From an optimization exercise on the open Yosys and OpenROAD flow, aimed at small area and a short achievable clock period; shortcuts taken in it are not production practice.
Only simulation tests tie the RTL to the original design; equivalence was not proved.
Power and IR drop assume default switching activity.

--- design/flow/constraint.sdc ---
create_clock -name core_clock -period 5.0 [get_ports {clk}]
set_input_delay 1.0000 -clock core_clock [delete_from_list [all_inputs] [get_ports {clk}]]
set_output_delay 1.0000 -clock core_clock [all_outputs]
set_load 0.01 [all_outputs]
--- design/flow/flow/run.sh ---
#!/bin/bash
# The standard layout with two changes to how it is made:
#  - after synthesis, every combinational cell is set to the smallest drive
#    strength of its kind and the floorplan step removes synthesis's buffers
#    (REMOVE_ABC_BUFFERS), so the timing repair of the later steps sizes up
#    and buffers only what the placed design needs;
#  - the ports get the smallest buffer instead of the delay buffer that
#    buffer_ports picks by default.
# Each tool's output goes to a log file of its own here; ORFS also keeps
# each step's log under orfs/logs/.
set -euo pipefail
results=orfs/results/${FLOW_PLATFORM}/register_access_top/base
bash standard.sh synth > synth_make.log 2>&1
LIB_FILE=${FLOW_HOME}/platforms/${FLOW_PLATFORM}/lib/sky130_fd_sc_hd__tt_025C_1v80.lib \
ODB_IN=${results}/1_synth.odb ODB_OUT=${results}/1_synth.odb \
    openroad -no_init -exit flow/downsize.tcl > downsize.log 2>&1
bash standard.sh "BUFFER_PORTS_ARGS=-buffer_cell sky130_fd_sc_hd__buf_1" REMOVE_ABC_BUFFERS=1 finish \
    > flow_make.log 2>&1
--- design/flow/design.v ---
package decode_pkg;
    typedef enum logic [2:0] {
        NONE      = 3'd0,
        REG       = 3'd1,
        MEM       = 3'd2,
        MODRM_REG = 3'd4
    } op_kind_t;
    typedef struct packed {
        logic pop;
        logic push;
    } stack_op_t;
    typedef struct packed {
        logic [15:0] opcode;
        logic [2:0]  size;
        op_kind_t    op0_kind;
        op_kind_t    op1_kind;
        logic [2:0]  op0_reg;
        logic [2:0]  op1_reg;
        logic [7:0]  modrm;
        logic [2:0]  seg_override;
        logic        seg_override_valid;
        stack_op_t   stack_op;
        logic        dest_valid;
        logic [2:0]  dest_reg;
    } decode_bundle_t;
    typedef struct packed {
        decode_bundle_t instr;
        logic [2:0]     op0_sel;
        logic [2:0]     op1_sel;
        logic [31:0]    op0_value;
        logic [31:0]    op1_value;
        logic [15:0]    seg_value;
        logic [31:0]    stack_address;
    } access_bundle_t;
endpackage
package regfile_pkg;
    localparam int NUM_REGS = 8;
    localparam int NUM_SEGS = 6;
    localparam logic [2:0] ESP_INDEX = 3'd4;
    localparam logic [2:0] CS_INDEX = 3'd1;
    localparam logic [2:0] SS_INDEX = 3'd2;
    localparam logic [2:0] DS_INDEX = 3'd3;
    localparam logic [2:0] SIZE_BYTE  = 3'd0;
    localparam logic [2:0] SIZE_WORD  = 3'd1;
    localparam logic [2:0] SIZE_DWORD = 3'd2;
    typedef struct packed {
        logic        en;
        logic        stack;
        logic [2:0]  number;
        logic [2:0]  size;
        logic [31:0] data;
    } reg_wb_t;
    typedef struct packed {
        logic        en;
        logic [2:0]  number;
        logic [15:0] data;
    } seg_wb_t;
endpackage
`timescale 1ns/1ps
module register_access_top (
    input  logic                       clk,
    input  logic                       reset,
    input  logic                       flush,
    input  logic [15:0]                write_cs,
    input  logic                       write_cs_enable,
    input  logic                       d_valid,
    output logic                       d_ready,
    input  logic [48:0]                d_bundle_bits,
    output logic                       r_valid,
    input  logic                       r_ready,
    output logic [166:0]               r_bundle_bits,
    input  logic [39:0]                wb_reg_bits,
    input  logic [19:0]                wb_seg_bits
);
    logic [2:0]  d_size;
    logic [2:0]  d_k0;
    logic [2:0]  d_k1;
    logic [2:0]  d_r0;
    logic [2:0]  d_r1;
    logic [2:0]  d_rm;
    logic [2:0]  d_so;
    logic        d_sov;
    logic        d_pop;
    logic        d_push;
    logic        d_dv;
    logic [2:0]  d_dr;
    assign d_size = d_bundle_bits[32:30];
    assign d_k0   = d_bundle_bits[29:27];
    assign d_k1   = d_bundle_bits[26:24];
    assign d_r0   = d_bundle_bits[23:21];
    assign d_r1   = d_bundle_bits[20:18];
    assign d_rm   = d_bundle_bits[12:10];
    assign d_so   = d_bundle_bits[9:7];
    assign d_sov  = d_bundle_bits[6];
    assign d_pop  = d_bundle_bits[5];
    assign d_push = d_bundle_bits[4];
    assign d_dv   = d_bundle_bits[3];
    assign d_dr   = d_bundle_bits[2:0];
    logic        wb_en;
    logic        wb_stack;
    logic [2:0]  wb_num;
    logic [2:0]  wb_size;
    logic [31:0] wb_data;
    logic        ws_en;
    logic [2:0]  ws_num;
    logic [15:0] ws_data;
    assign wb_en    = wb_reg_bits[39];
    assign wb_stack = wb_reg_bits[38];
    assign wb_num   = wb_reg_bits[37:35];
    assign wb_size  = wb_reg_bits[34:32];
    assign wb_data  = wb_reg_bits[31:0];
    assign ws_en    = wb_seg_bits[19];
    assign ws_num   = wb_seg_bits[18:16];
    assign ws_data  = wb_seg_bits[15:0];
    logic [7:0][31:0] gpr;
    logic [5:0][15:0] seg;
    logic [31:0]      esp_work;
    logic [7:0][2:0]  pending;
    logic [48:0]      q_instr;
    logic [31:0]      q_op0;
    logic [31:0]      q_op1;
    logic [15:0]      q_seg;
    logic [31:0]      q_stack;
    logic [7:0] busy;
    logic       accept;
    always_comb begin
        for (int i = 0; i < 8; i++) begin
            busy[i] = pending[i][0];
        end
    end
    register_access_hazard hazard0 (
        .d_valid (d_valid),
        .k0      (d_k0),
        .k1      (d_k1),
        .r0      (d_r0),
        .r1      (d_r1),
        .rm      (d_rm),
        .push    (d_push),
        .pop     (d_pop),
        .busy    (busy),
        .r_valid (r_valid),
        .r_ready (r_ready),
        .d_ready (d_ready),
        .accept  (accept)
    );
    logic [31:0] gpr_wd;
    logic        lane0;
    logic        lane1;
    logic        lane2;
    logic [7:0]  gpr_hit;
    assign gpr_wd = reset ? 32'd0 : wb_data;
    assign lane0  = (wb_size == 3'd0) || (wb_size == 3'd1) || (wb_size == 3'd2);
    assign lane1  = (wb_size == 3'd1) || (wb_size == 3'd2);
    assign lane2  = (wb_size == 3'd2);
    always_comb begin
        for (int i = 0; i < 8; i++) begin
            gpr_hit[i] = wb_en && (wb_num == 3'(i));
        end
    end
    logic [7:0][2:0] gpr_we;
    logic [7:0][31:0] gpr_d;
    always_comb begin
        for (int i = 0; i < 8; i++) begin
            gpr_we[i][0] = reset || (gpr_hit[i] && lane0);
            gpr_we[i][1] = reset || (gpr_hit[i] && lane1);
            gpr_we[i][2] = reset || (gpr_hit[i] && lane2);
        end
    end
    for (genvar i = 0; i < 8; i++) begin : g_gpr
        hold_mux #(.W(8)) lane0_mux (
            .en   (gpr_we[i][0]),
            .en_n (!gpr_we[i][0]),
            .d    (gpr_wd[7:0]),
            .q    (gpr[i][7:0]),
            .y    (gpr_d[i][7:0])
        );
        hold_mux #(.W(8)) lane1_mux (
            .en   (gpr_we[i][1]),
            .en_n (!gpr_we[i][1]),
            .d    (gpr_wd[15:8]),
            .q    (gpr[i][15:8]),
            .y    (gpr_d[i][15:8])
        );
        hold_mux #(.W(16)) lane2_mux (
            .en   (gpr_we[i][2]),
            .en_n (!gpr_we[i][2]),
            .d    (gpr_wd[31:16]),
            .q    (gpr[i][31:16]),
            .y    (gpr_d[i][31:16])
        );
    end
    always_ff @(posedge clk) begin
        gpr <= gpr_d;
    end
    logic [15:0] seg_wd;
    logic [15:0] cs_wd;
    logic [5:0]  seg_we;
    assign seg_wd = reset ? 16'd0 : ws_data;
    assign cs_wd  = reset ? 16'd0 : (write_cs_enable ? write_cs : ws_data);
    always_comb begin
        for (int j = 0; j < 6; j++) begin
            seg_we[j] = reset || (ws_en && (ws_num == 3'(j)));
        end
        seg_we[1] = seg_we[1] || write_cs_enable;
    end
    logic [5:0][15:0] seg_d;
    for (genvar j = 0; j < 6; j++) begin : g_seg
        hold_mux #(.W(16)) seg_mux (
            .en   (seg_we[j]),
            .en_n (!seg_we[j]),
            .d    ((j == 1) ? cs_wd : seg_wd),
            .q    (seg[j]),
            .y    (seg_d[j])
        );
    end
    always_ff @(posedge clk) begin
        seg <= seg_d;
    end
    logic [31:0] esp_next;
    logic        word;
    logic        reload;
    esp_step esp_step0 (
        .esp  (esp_work),
        .push (d_push),
        .word (word),
        .next (esp_next)
    );
    assign word   = (d_size == 3'd1);
    assign reload = wb_en && !wb_stack && (wb_num == 3'd4);
    logic esp_load;
    logic esp_step_en;
    logic esp_hold;
    assign esp_load    = !reset && reload;
    assign esp_step_en = !reset && !reload && accept && (d_push || d_pop);
    assign esp_hold    = !reset && !reload && !(accept && (d_push || d_pop));
    logic [31:0] esp_d;
    select3 #(.W(32)) esp_mux (
        .s0 (esp_load),
        .d0 (wb_data),
        .s1 (esp_step_en),
        .d1 (esp_next),
        .s2 (esp_hold),
        .d2 (esp_work),
        .y  (esp_d)
    );
    always_ff @(posedge clk) begin
        esp_work <= esp_d;
    end
    logic [7:0] retire;
    always_comb begin
        for (int i = 0; i < 8; i++) begin
            retire[i] = wb_en && (wb_num == 3'(i));
        end
    end
    logic [7:0][2:0] pending_acc;
    logic [7:0][2:0] pending_idle;
    always_comb begin
        for (int i = 0; i < 8; i++) begin
            if (d_dv && (d_dr == 3'(i)) && !retire[i]) begin
                pending_acc[i] = {pending[i][1:0], 1'b1};
            end else if (retire[i] && !(d_dv && (d_dr == 3'(i)))) begin
                pending_acc[i] = {1'b0, pending[i][2:1]};
            end else begin
                pending_acc[i] = pending[i];
            end
            pending_idle[i] = retire[i] ? {1'b0, pending[i][2:1]} : pending[i];
        end
    end
    always_ff @(posedge clk) begin
        for (int i = 0; i < 8; i++) begin
            if (reset || flush) begin
                pending[i] <= 3'd0;
            end else begin
                pending[i] <= accept ? pending_acc[i] : pending_idle[i];
            end
        end
    end
    logic [7:0]  sel0_oh;
    logic [7:0]  sel1_oh;
    logic [31:0] op0_value;
    logic [31:0] op1_value;
    operand_select operand_select0 (
        .k0  (d_k0),
        .k1  (d_k1),
        .r0  (d_r0),
        .r1  (d_r1),
        .rm  (d_rm),
        .oh0 (sel0_oh),
        .oh1 (sel1_oh)
    );
    logic load;
    logic hold;
    assign load = !r_valid || r_ready;
    assign hold = !load;
    logic [7:0] sel0_ld;
    logic [7:0] sel1_ld;
    assign sel0_ld = sel0_oh & {8{load}};
    assign sel1_ld = sel1_oh & {8{load}};
    register_read_mux read_mux0 (
        .sel   (sel0_ld),
        .regs  (gpr),
        .hold  (hold),
        .q     (q_op0),
        .value (op0_value)
    );
    register_read_mux read_mux1 (
        .sel   (sel1_ld),
        .regs  (gpr),
        .hold  (hold),
        .q     (q_op1),
        .value (op1_value)
    );
    logic [2:0]  seg_sel;
    logic [5:0]  seg_ld;
    logic [15:0] q_seg_d;
    assign seg_sel = d_sov ? d_so : 3'd3;
    always_comb begin
        for (int j = 0; j < 6; j++) begin
            seg_ld[j] = load && (seg_sel == 3'(j));
        end
    end
    segment_read_mux seg_read0 (
        .sel   (seg_ld),
        .segs  (seg),
        .hold  (hold),
        .q     (q_seg),
        .value (q_seg_d)
    );
    logic [31:0] q_stack_d;
    stack_address stack_address0 (
        .esp  (esp_work),
        .ss   (seg[2]),
        .push (d_push),
        .pop  (d_pop),
        .word (word),
        .en   (load && (d_push || d_pop)),
        .hold (hold),
        .q    (q_stack),
        .addr (q_stack_d)
    );
    always_ff @(posedge clk) begin
        if (reset || flush) begin
            r_valid <= 1'b0;
        end else if (accept) begin
            r_valid <= 1'b1;
        end else if (r_ready) begin
            r_valid <= 1'b0;
        end
    end
    logic [48:0] q_instr_d;
    hold_mux #(.W(49)) instr_mux (
        .en   (load),
        .en_n (hold),
        .d    (d_bundle_bits),
        .q    (q_instr),
        .y    (q_instr_d)
    );
    always_ff @(posedge clk) begin
        q_instr <= q_instr_d;
        q_op0   <= op0_value;
        q_op1   <= op1_value;
        q_seg   <= q_seg_d;
        q_stack <= q_stack_d;
    end
    logic [2:0] q_sel0;
    logic [2:0] q_sel1;
    assign q_sel0 = (q_instr[29:27] == 3'd4) ? q_instr[12:10] : q_instr[23:21];
    assign q_sel1 = (q_instr[26:24] == 3'd4) ? q_instr[12:10] : q_instr[20:18];
    assign r_bundle_bits = {q_instr, q_sel0, q_sel1, q_op0, q_op1, q_seg, q_stack};
endmodule
module register_access_hazard (
    input  logic       d_valid,
    input  logic [2:0] k0,
    input  logic [2:0] k1,
    input  logic [2:0] r0,
    input  logic [2:0] r1,
    input  logic [2:0] rm,
    input  logic       push,
    input  logic       pop,
    input  logic [7:0] busy,
    input  logic       r_valid,
    input  logic       r_ready,
    output logic       d_ready,
    output logic       accept
);
    logic [7:0]  b0_n;
    logic [7:0]  b1_n;
    logic [7:0]  bm_n;
    logic [1:0]  en0_n;
    logic [1:0]  en1_n;
    logic [1:0]  enm0_n;
    logic [1:0]  enm1_n;
    logic [17:0] stall;
    logic [8:0]  none;
    logic [2:0]  any;
    logic [2:0] r0_n;
    logic [2:0] r1_n;
    logic [2:0] rm_n;
    logic [2:0] k0_n;
    logic [2:0] k1_n;
    for (genvar j = 0; j < 3; j++) begin : g_inv
        gate_inv inv_r0 (.a(r0[j]), .y(r0_n[j]));
        gate_inv inv_r1 (.a(r1[j]), .y(r1_n[j]));
        gate_inv inv_rm (.a(rm[j]), .y(rm_n[j]));
        gate_inv inv_k0 (.a(k0[j]), .y(k0_n[j]));
        gate_inv inv_k1 (.a(k1[j]), .y(k1_n[j]));
    end
    for (genvar i = 0; i < 8; i++) begin : g_field
        gate_nmatch #(.V(3'(i))) match_r0 (.e(busy[i]), .r(r0), .r_n(r0_n), .y(b0_n[i]));
        gate_nmatch #(.V(3'(i))) match_r1 (.e(busy[i]), .r(r1), .r_n(r1_n), .y(b1_n[i]));
        gate_nmatch #(.V(3'(i))) match_rm (.e(busy[i]), .r(rm), .r_n(rm_n), .y(bm_n[i]));
    end
    for (genvar h = 0; h < 2; h++) begin : g_kind
        gate_nmatch #(.V(3'd1)) match_k0  (.e(d_valid), .r(k0), .r_n(k0_n), .y(en0_n[h]));
        gate_nmatch #(.V(3'd1)) match_k1  (.e(d_valid), .r(k1), .r_n(k1_n), .y(en1_n[h]));
        gate_nmatch #(.V(3'd4)) match_km0 (.e(d_valid), .r(k0), .r_n(k0_n), .y(enm0_n[h]));
        gate_nmatch #(.V(3'd4)) match_km1 (.e(d_valid), .r(k1), .r_n(k1_n), .y(enm1_n[h]));
    end
    gate_oa211 stack_read (.a(push), .b(pop), .c(d_valid), .d(busy[4]), .y(stall[16]));
    gate_andn out_full (.a(r_valid), .b_n(r_ready), .y(stall[17]));
    for (genvar i = 0; i < 8; i++) begin : g_reg
        gate_oai22 op_read (.a1(en0_n[i/4]), .a2(b0_n[i]), .b1(en1_n[i/4]), .b2(b1_n[i]),
                            .y(stall[i]));
        gate_oai22 m_read (.a1(enm0_n[i/4]), .a2(bm_n[i]), .b1(enm1_n[i/4]), .b2(bm_n[i]),
                           .y(stall[8+i]));
    end
    for (genvar g = 0; g < 9; g++) begin : g_group
        gate_nor2 group (.a(stall[2*g]), .b(stall[2*g+1]), .y(none[g]));
    end
    for (genvar g = 0; g < 3; g++) begin : g_third
        gate_nand3 third (.a(none[3*g]), .b(none[3*g+1]), .c(none[3*g+2]), .y(any[g]));
    end
    gate_nor3 ready (.a(any[0]), .b(any[1]), .c(any[2]), .y(d_ready));
    assign accept = d_valid && d_ready;
endmodule
module gate_nmatch #(
    parameter logic [2:0] V = 3'd0
) (
    input  logic       e,
    input  logic [2:0] r,
    input  logic [2:0] r_n,
    output logic       y
);
    assign y = !(e && (V[2] ? r[2] : r_n[2]) && (V[1] ? r[1] : r_n[1]) && (V[0] ? r[0] : r_n[0]));
endmodule
module gate_inv (
    input  logic a,
    output logic y
);
    assign y = !a;
endmodule
module gate_oa211 (
    input  logic a,
    input  logic b,
    input  logic c,
    input  logic d,
    output logic y
);
    assign y = (a || b) && c && d;
endmodule
module gate_andn (
    input  logic a,
    input  logic b_n,
    output logic y
);
    assign y = a && !b_n;
endmodule
module gate_oai22 (
    input  logic a1,
    input  logic a2,
    input  logic b1,
    input  logic b2,
    output logic y
);
    assign y = !((a1 || a2) && (b1 || b2));
endmodule
module gate_nor3 (
    input  logic a,
    input  logic b,
    input  logic c,
    output logic y
);
    assign y = !(a || b || c);
endmodule
module gate_nand3 (
    input  logic a,
    input  logic b,
    input  logic c,
    output logic y
);
    assign y = !(a && b && c);
endmodule
module gate_nor2 (
    input  logic a,
    input  logic b,
    output logic y
);
    assign y = !(a || b);
endmodule
module operand_select (
    input  logic [2:0] k0,
    input  logic [2:0] k1,
    input  logic [2:0] r0,
    input  logic [2:0] r1,
    input  logic [2:0] rm,
    output logic [7:0] oh0,
    output logic [7:0] oh1
);
    logic m0;
    logic m1;
    assign m0 = (k0 == 3'd4);
    assign m1 = (k1 == 3'd4);
    always_comb begin
        for (int i = 0; i < 8; i++) begin
            oh0[i] = m0 ? (rm == 3'(i)) : (r0 == 3'(i));
            oh1[i] = m1 ? (rm == 3'(i)) : (r1 == 3'(i));
        end
    end
endmodule
module register_read_mux (
    input  logic [7:0]       sel,
    input  logic [7:0][31:0] regs,
    input  logic             hold,
    input  logic [31:0]      q,
    output logic [31:0]      value
);
    always_comb begin
        value = q & {32{hold}};
        for (int i = 0; i < 8; i++) begin
            value = value | (regs[i] & {32{sel[i]}});
        end
    end
endmodule
module segment_read_mux (
    input  logic [5:0]       sel,
    input  logic [5:0][15:0] segs,
    input  logic             hold,
    input  logic [15:0]      q,
    output logic [15:0]      value
);
    always_comb begin
        value = q & {16{hold}};
        for (int j = 0; j < 6; j++) begin
            value = value | (segs[j] & {16{sel[j]}});
        end
    end
endmodule
module select3 #(
    parameter int W = 1
) (
    input  logic         s0,
    input  logic [W-1:0] d0,
    input  logic         s1,
    input  logic [W-1:0] d1,
    input  logic         s2,
    input  logic [W-1:0] d2,
    output logic [W-1:0] y
);
    assign y = (d0 & {W{s0}}) | (d1 & {W{s1}}) | (d2 & {W{s2}});
endmodule
module hold_mux #(
    parameter int W = 1
) (
    input  logic         en,
    input  logic         en_n,
    input  logic [W-1:0] d,
    input  logic [W-1:0] q,
    output logic [W-1:0] y
);
    assign y = (d & {W{en}}) | (q & {W{en_n}});
endmodule
module esp_step (
    input  logic [31:0] esp,
    input  logic        push,
    input  logic        word,
    output logic [31:0] next
);
    logic [29:0] x;
    logic [29:0] ones  [6];
    logic [29:0] zeros [6];
    assign x = esp[31:2];
    always_comb begin
        ones[0]  = x;
        zeros[0] = ~x;
        for (int l = 0; l < 5; l++) begin
            for (int i = 0; i < 30; i++) begin
                if (((i >> l) & 1) == 1) begin
                    ones[l+1][i]  = ones[l][i]  & ones[l][((i >> l) << l) - 1];
                    zeros[l+1][i] = zeros[l][i] & zeros[l][((i >> l) << l) - 1];
                end else begin
                    ones[l+1][i]  = ones[l][i];
                    zeros[l+1][i] = zeros[l][i];
                end
            end
        end
    end
    logic        c2;
    logic [29:0] reach;
    assign c2    = word ? (push ? !esp[1] : esp[1]) : 1'b1;
    assign reach = push ? {zeros[5][28:0], 1'b1} : {ones[5][28:0], 1'b1};
    assign next[0]    = esp[0];
    assign next[1]    = esp[1] ^ word;
    assign next[31:2] = x ^ (reach & {30{c2}});
endmodule
module stack_address (
    input  logic [31:0] esp,
    input  logic [15:0] ss,
    input  logic        push,
    input  logic        pop,
    input  logic        word,
    input  logic        en,
    input  logic        hold,
    input  logic [31:0] q,
    output logic [31:0] addr
);
    logic [27:0] a;
    logic [27:0] b;
    logic [27:0] s;
    assign a = esp[31:4];
    assign b = {12'd0, ss};
    assign s = a + b;
    logic [27:0] z;
    logic [27:0] zero_below [6];
    always_comb begin
        z[0] = ~(a[0] ^ b[0]);
        for (int i = 1; i < 28; i++) begin
            z[i] = ~((a[i] ^ b[i]) ^ (a[i-1] | b[i-1]));
        end
        zero_below[0] = z;
        for (int l = 0; l < 5; l++) begin
            for (int i = 0; i < 28; i++) begin
                if (((i >> l) & 1) == 1) begin
                    zero_below[l+1][i] = zero_below[l][i] & zero_below[l][((i >> l) << l) - 1];
                end else begin
                    zero_below[l+1][i] = zero_below[l][i];
                end
            end
        end
    end
    logic [3:0] low_m2;
    logic [3:0] low_m4;
    logic       borrow;
    assign low_m2 = esp[3:0] - 4'd2;
    assign low_m4 = esp[3:0] - 4'd4;
    assign borrow = word ? (esp[3:1] == 3'd0) : (esp[3:2] == 2'd0);
    logic [27:0] flip;
    assign flip = {zero_below[5][26:0], 1'b1} & {28{push & borrow}};
    logic [31:0] value;
    assign value[31:4] = s ^ flip;
    assign value[3:0]  = pop ? esp[3:0] : (word ? low_m2 : low_m4);
    assign addr = (value & {32{en}}) | (q & {32{hold}});
endmodule
--- design/flow/flow/downsize.tcl ---
# Set every combinational cell of the synthesized netlist to the smallest
# drive strength of its kind; the timing repair of the later steps sizes up
# only what the layout needs. Flip-flops keep the cell synthesis gave them.
read_liberty $::env(LIB_FILE)
read_db $::env(ODB_IN)
set db [ord::get_db]
set block [ord::get_db_block]
array set smallest {}
foreach lib [$db getLibs] {
  foreach m [$lib getMasters] {
    set n [$m getName]
    if {![regexp {^(sky130_fd_sc_hd__[a-z0-9]+)_([0-9]+)$} $n -> kind drive]} continue
    if {[regexp {probe|lpflow|clkdly|dlygate|dlymetal} $n]} continue
    set a [expr {[$m getWidth] * [$m getHeight]}]
    if {![info exists smallest($kind)] || $a < [lindex $smallest($kind) 1]} {
      set smallest($kind) [list $m $a]
    }
  }
}
set swapped 0
set saved 0
foreach inst [$block getInsts] {
  set m [$inst getMaster]
  set n [$m getName]
  if {![regexp {^(sky130_fd_sc_hd__[a-z0-9]+)_([0-9]+)$} $n -> kind drive]} continue
  if {[regexp {^sky130_fd_sc_hd__(df|edf|sdf|sedf|dl|conb)} $n]} continue
  if {![info exists smallest($kind)]} continue
  set sm [lindex $smallest($kind) 0]
  if {$sm ne $m} {
    set saved [expr {$saved + [$m getWidth]*[$m getHeight] - [lindex $smallest($kind) 1]}]
    $inst swapMaster $sm
    incr swapped
  }
}
puts "downsize: swapped $swapped cells, saved [expr {$saved / 1e6}] um2"
write_db $::env(ODB_OUT)
--- design/flow/config.mk ---
export PLATFORM = sky130hd
export DESIGN_NAME = register_access_top
export DESIGN_NICKNAME = register_access_top
export VERILOG_FILES = /design/flow/design.v
export SDC_FILE = /design/flow/constraint.sdc
export NUM_CORES = 4
export LEC_CHECK = 0
export CAP_MARGIN = 20
export CORE_MARGIN = 2
export CORE_UTILIZATION = 65
export CTS_BUF_LIST = sky130_fd_sc_hd__clkbuf_16
export CTS_CLUSTER_DIAMETER = 80
export CTS_CLUSTER_SIZE = 25
export SETUP_SLACK_MARGIN = 2.1
export SLEW_MARGIN = 20
export SYNTH_HIERARCHICAL = 1
--- design/flow/standard.sh ---
#!/bin/bash
# synth_recipe.tcl (not shown) runs the flow's synth.tcl, then flattens the netlist and writes it again
# the make line also repeats each setting of config.mk as NAME=value (left out here)
make -C /OpenROAD-flow-scripts/flow DESIGN_CONFIG=/design/flow/config.mk WORK_HOME=/design/flow/orfs CLKGATE_MAP_FILE= SYNTH_SCRIPT=/design/flow/synth_recipe.tcl "${@:-finish}"
==> impl_metrics.json, run 1 <==
{
  "numClockSinks": 570,
  "max_cap_violations": 0,
  "ant_nets": 0,
  "nets": 2942,
  "critical_path_arrival_ns": 2.06,
  "cp_max_fo": 14,
  "status": "timing/DRC/antenna clean",
  "clk_pin_slew_worst_paths_ns": 0.08,
  "die-area_um2": 40800,
  "wl_per_cell_um": 26.0,
  "timing.critical_path.to_type": "output pin",
  "path_class": "input port to output pin",
  "required_ns": 4.00,
  "setup_ws_ns": 1.94,
  "fin_area_um2": 28300,
  "vias_per_cell": 7.19,
  "r2r-end": "q_stack[29]",
  "setup_viol": 0,
  "rsz0062_at_grt": "yes",
  "area_delta_synth_final_pct": 10.9,
  "clock_path_buffers": 3,
  "cts_tree": "built",
  "fmax_ghz": 0.327,
  "grt_max_degree": 76,
  "die_x_um": 202,
  "hpwl_mm": 53.4,
  "path_cells": "buf_6 -> inv_2 -> nand4_1 -> o22ai_2 -> nor2_1 -> nand3_1 -> nor3_2 -> buf_2",
  "netlist_instances": 2602,
  "syn_area_per_cell_um2": 9.80,
  "fin_crit_sh": 0.613,
  "antenna_found_initial": 3,
  "r2r_slack_ns": 2.07,
  "drc": 0,
  "synthesis.area_um2": 25500,
  "core.rowCount": 72,
  "preCtsSetupSlack_ns": 0.711,
  "p_leak_nw": 11.3,
  "core_um2": 38600,
  "drive_gt1_frac": 0.0716,
  "pwr-share-comb": 0.187,
  "post_dp_cell_area_um2": 26800,
  "cp_slowest_cell": "nor3_2",
  "grt_usage": 0.400,
  "skew_ns": 0.0187,
  "layout_common_cells": "555 x dfxtp_1, 472 x a22o_1, 278 x buf_1, 139 x nand3_1, 125 x inv_1",
  "first_iter_violations": 3233,
  "slew_viol_final": 0,
  "numCtsBuffers": 30,
  "final-hold-violation-count": 0,
  "initial_core_util": 0.660,
  "vias": 23700,
  "p_per_area_nw_per_um2": 352,
  "hp-class": "flip-flop to flip-flop",
  "hp-start": "q_stack[14]",
  "finalWeightedCongestion": 0.919,
  "tightest_slew_ns": 1.16,
  "layout_commonest_cell": "dfxtp_1",
  "ios": 300,
  "p_seq_frac": 0.537,
  "grt_first_pass_wirelength_mm": 130,
  "relSlewSlack": 0.229,
  "power_frac_clock": 0.276,
  "htreeDepth": 1,
  "fillers": 2865,
  "p_int_w": 0.00688,
  "first_global_vias": 22800,
  "fin_util": 0.732,
  "r2r-start": "esp_work[19]",
  "grt-ovfl-total": 0,
  "ff2ff_path_depth": 9,
  "root_buffer": "clkbuf_16",
  "post-route-min-period_ns": 3.06,
  "p_sw_frac": 0.309,
  "critPathTopFamily": "simple AND/OR/NAND/NOR gates",
  "cp.buffers_inverters": 3,
  "portBuffers": 299,
  "worstHoldPathCells": 2,
  "power.net_switching_w": 0.00308,
  "whs_endpoint": "q_stack[14]",
  "yosys_warnings": 15,
  "drt_first_pass_iters": 9,
  "holdBufCountCts": 0,
  "ir_worst_vdd_mv": 0.383,
  "cp-start-kind": "input port",
  "cp_slowest_stage_delay_ns": 0.22,
  "clk_latency_ns": 0.62,
  "routed_wl_mm": 85.8,
  "die_h_um": 202
}
-- state kept, by name (all words and copies together) (netlist names) --
signal / flops
r_valid: 1
q_instr: 49
esp_work: 32
q_stack: 32
pending: 24
gpr: 256
q_op0: 32
q_seg: 16
q_op1: 32
seg: 96
-- per-layer routing --
metal,wire [um],GRT usage,up-vias
li1,-,-,10400
met2,38600,0.633,1575
met4,3900,0.168,4
met5,25,0,-
met3,10600,0.0974,305
met1,32700,0.524,11400
-- power groups by stage --
stage / logic (W) / clock network [W] / registers, W
final: 0.00186 / 0.00275 / 0.00535
after global routing: 0.00198 / 0.00290 / 0.00539
after CTS: 0.00176 / 0.00274 / 0.00533
after detailed placement: 0.00172 / 0 / 0.00542
after global placement: 0.00169 / 0 / 0.00540
after floorplan: 0.00104 / 0 / 0.00540
-- through the flow --
| stage | hold WS [ns] | power (W) | instances | setup TNS [ns] |
|---|---|---|---|---|
| final | 0.475 | 0.00996 | 3298 | 0 |
| after global routing | 0.490 | 0.0103 | 3297 | 0 |
| after CTS | 0.475 | 0.00983 | 3291 | 0 |
| after detailed placement | 0.451 | 0.00715 | 3237 | 0 |
| after global placement | 0.442 | 0.00709 | 3237 | 0 |
| after floorplan | 0.439 | 0.00644 | 2375 | -61.69 |
-- worst reg2reg max path: cells and delay by family, from the launching register on --
family | cells | cell delay (ns)
compound gates | 1 | 0.26
xor+xnor | 2 | 0.35
buf+inv | 1 | 0.08
fa+ha+maj | 1 | 0.41
flops | 1 | 0.53
simple gates | 4 | 1.21
-- what timing repair did --
item,in CTS,in global routing
buffers inserted,6,6
pin swaps,22,13
resized for setup,76,59
cloned,1,0
setup endpoints to repair,125,114
-- area by class of cell --
cell class                 count  area, um2  share of cell area
inverter                     133        504              0.0178
tap                          518        648              0.0229
timing repair buffer         357       1750              0.0618
sequential                   570      11400               0.405
multi-input combinational   1672      13000               0.460
clock inverter                16        150             0.00531
antenna                        1       2.50           0.0000885
clock buffer                  31        776              0.0274
-- worst max path at each step --
stage                                 start           to  depth (start not counted)
final                     d_bundle_bits[11]      d_ready                          8
after global routing      d_bundle_bits[26]      d_ready                          7
after CTS                      esp_work[19]  q_stack[29]                          9
after detailed placement  d_bundle_bits[31]  q_stack[29]                          9
after global placement    d_bundle_bits[31]  q_stack[29]                          9
after floorplan                     r_ready    q_seg[14]                          5
==> run 2, diff against run 1 <==
--- a/design/flow/config.mk
+++ b/design/flow/config.mk
@@ -13,3 +13,3 @@
 export CTS_CLUSTER_SIZE = 25
-export SETUP_SLACK_MARGIN = 2.1
+export SETUP_SLACK_MARGIN = 2.2
 export SLEW_MARGIN = 20
==> impl_metrics.json, run 2 <==
{
  "fin_crit_sh": 0.612,
  "critical_path_arrival_ns": 2.06,
  "drt_first_pass_iters": 9,
  "required_ns": 4.00,
  "fmax_ghz": 0.327,
  "numCtsBuffers": 30,
  "area_delta_synth_final_pct": 12.0,
  "first_global_vias": 22800,
  "die-area_um2": 40800,
  "die_h_um": 202,
  "portBuffers": 299,
  "final-hold-violation-count": 0,
  "layout_common_cells": "538 x dfxtp_1, 472 x a22o_1, 276 x buf_1, 139 x nand3_1, 125 x inv_1",
  "grt.busiest_layer": "met2",
  "cp-start-kind": "input port",
  "clock_path_buffers": 3,
  "htreeDepth": 1,
  "wl_per_cell_um": 26.1,
  "max_cap_violations": 0,
  "status": "timing/DRC/antenna clean",
  "hpwl_mm": 53.4,
  "slew_viol_final": 0,
  "nets": 2951,
  "routed_wl_mm": 86.2,
  "ff2ff_path_depth": 9,
  "drc": 0,
  "rsz0062_at_grt": "yes",
  "root_buffer": "clkbuf_16",
  "synthesis.area_um2": 25500,
  "preCtsSetupSlack_ns": 0.711,
  "ios": 300,
  "first_iter_violations": 3252,
  "ant_nets": 0,
  "path_class": "input port to output pin",
  "cp_max_fo": 4,
  "p_leak_nw": 11.4,
  "grt_first_pass_wirelength_mm": 131,
  "netlist_instances": 2602,
  "numClockSinks": 570,
  "grt-ovfl-total": 0,
  "layout_commonest_cell": "dfxtp_1",
  "r2r_slack_ns": 2.19,
  "regMostFlops": "gpr",
  "syn_area_per_cell_um2": 9.80,
  "drive_gt1_frac": 0.0890,
  "met2_usage": 0.635,
  "relSlewSlack": 0.246,
  "finalWeightedCongestion": 0.919,
  "p_per_area_nw_per_um2": 350,
  "r2r-end": "q_stack[29]",
  "tns_ns": 0,
  "met3_usage": 0.0971,
  "clk_latency_ns": 0.62,
  "grt_max_degree": 76,
  "setup_viol": 0,
  "core.rowCount": 72,
  "largest_reg_flops": 256,
  "vias_per_cell": 7.22,
  "die_x_um": 202,
  "skew_ns": 0.0192,
  "placed_cells": 3237,
  "use_met1": 0.523,
  "endpoint": "d_ready",
  "grt_usage": 0.400,
  "antenna_found_initial": 3,
  "startpoint": "d_valid",
  "yosys_warnings": 15,
  "initial_core_util": 0.660,
  "final_cells": 3308,
  "setup_ws_ns": 1.94,
  "timing.critical_path.to_type": "output pin",
  "r2r-start": "esp_work[19]",
  "reg.largest.list": "gpr (256), seg (96), q_instr (49)",
  "tightest_slew_ns": 1.13,
  "ir_worst_vdd_mv": 0.382,
  "core_um2": 38600,
  "cts_tree": "built",
  "vias": 23900,
  "clk_pin_slew_worst_paths_ns": 0.08,
  "hp-class": "flip-flop to flip-flop",
  "post-route-min-period_ns": 3.06
}
[run 2: power breakdown]
part	internal (W)	total, W	switching [W]
sequential	0.00497	0.00535	0.000379
clock	0.00116	0.00275	0.00159
combinational	0.000772	0.00190	0.00113
total	0.00691	0.0100	0.00310
[run 2: worst min-delay path by stage]
stage | start | end | slack (ns) | cells past startpoint
CTS | pending[11] | pending[11] | 0.47 | 2
detailed placement | q_stack[5] | q_stack[5] | 0.45 | 2
floorplan | seg[64] | seg[64] | 0.44 | 1
global placement | q_stack[5] | q_stack[5] | 0.44 | 2
global route | q_stack[15] | q_stack[15] | 0.49 | 2
finish | q_stack[15] | q_stack[15] | 0.47 | 2
[run 2: layout make-up]
cell class / count / area [um2]
clock buffers: 31 / 776
multi-input cells: 1672 / 13100
diodes: 2 / 5.00
inverters: 133 / 504
clock inverters: 16 / 150
fillers: 2812 / 10100
flip-flops and latches: 570 / 11500
well taps: 518 / 648
repair buffers: 366 / 1840
[run 2: through the flow]
| stage | instance area (um2) | hold WS [ns] | total power (W) | utilization |
|---|---|---|---|---|
| after global placement | 26800 | 0.442 | 0.00709 | 0.694 |
| after detailed placement | 26800 | 0.451 | 0.00715 | 0.694 |
| after floorplan | 24600 | 0.439 | 0.00644 | - |
| after CTS | 28100 | 0.475 | 0.00985 | 0.727 |
| final | 28500 | 0.468 | 0.0100 | 0.739 |
| after global routing | 28500 | 0.486 | 0.0103 | 0.738 |
[run 2: routing by layer]
metal	routed length (um)	vias up
met5	25	-
met4	3950	4
met3	10400	341
met2	38800	1610
met1	33000	11500
li1	-	10500
[run 2: timing repair]
action | 4_1_cts | 5_1_grt
pin swaps | 24 | 30
setup endpoints to repair | 164 | 158
buffers inserted | 6 | 15
cloned | 1 | 0
hold buffers | 0 | 0
resized for setup | 93 | 107
endpoints found under the hold margin | 0 | 0
[run 2: critical path, stage by stage]
cell and delay, ns:
buf_16 0.11, nand4_1 0.22, o22ai_1 0.12, nor2_1 0.11, nand3_1 0.10, nor3_2 0.22
buf_2 0.18

-- what the ideal ports hide --
Ports are ideal in the flow. The routed layouts listed here were re-timed in OpenROAD.
Step 1 sets driving cells, clkbuf_16 on the clock port and buf_2 on the other inputs (assumed; they add their load-dependent delay and slew).
Step 2 moves the port delays by t, midway between the first and last clock arrival at a register: inputs arrive t later, outputs are due t later. That takes back most of the time a late clock gives input paths.
a / b / c = no drivers / after step 1 / after step 2; a / b = the first two.
run | t (ns) | slack for setup (ns) | worst setup path at the end | latest minus earliest clock arrival (ns)
run 1 | 0.665 | 1.937 / 1.831 / 1.517 | input to register | 0.022 / 0.023
run 2 | 0.669 | 1.942 / 1.827 / 1.560 | input to register | 0.027 / 0.027
After both steps every run listed still meets setup and hold. For run 1, which loses most, drivers alone change the setup slack by -0.106 ns; drivers and shift together by -0.420 ns.
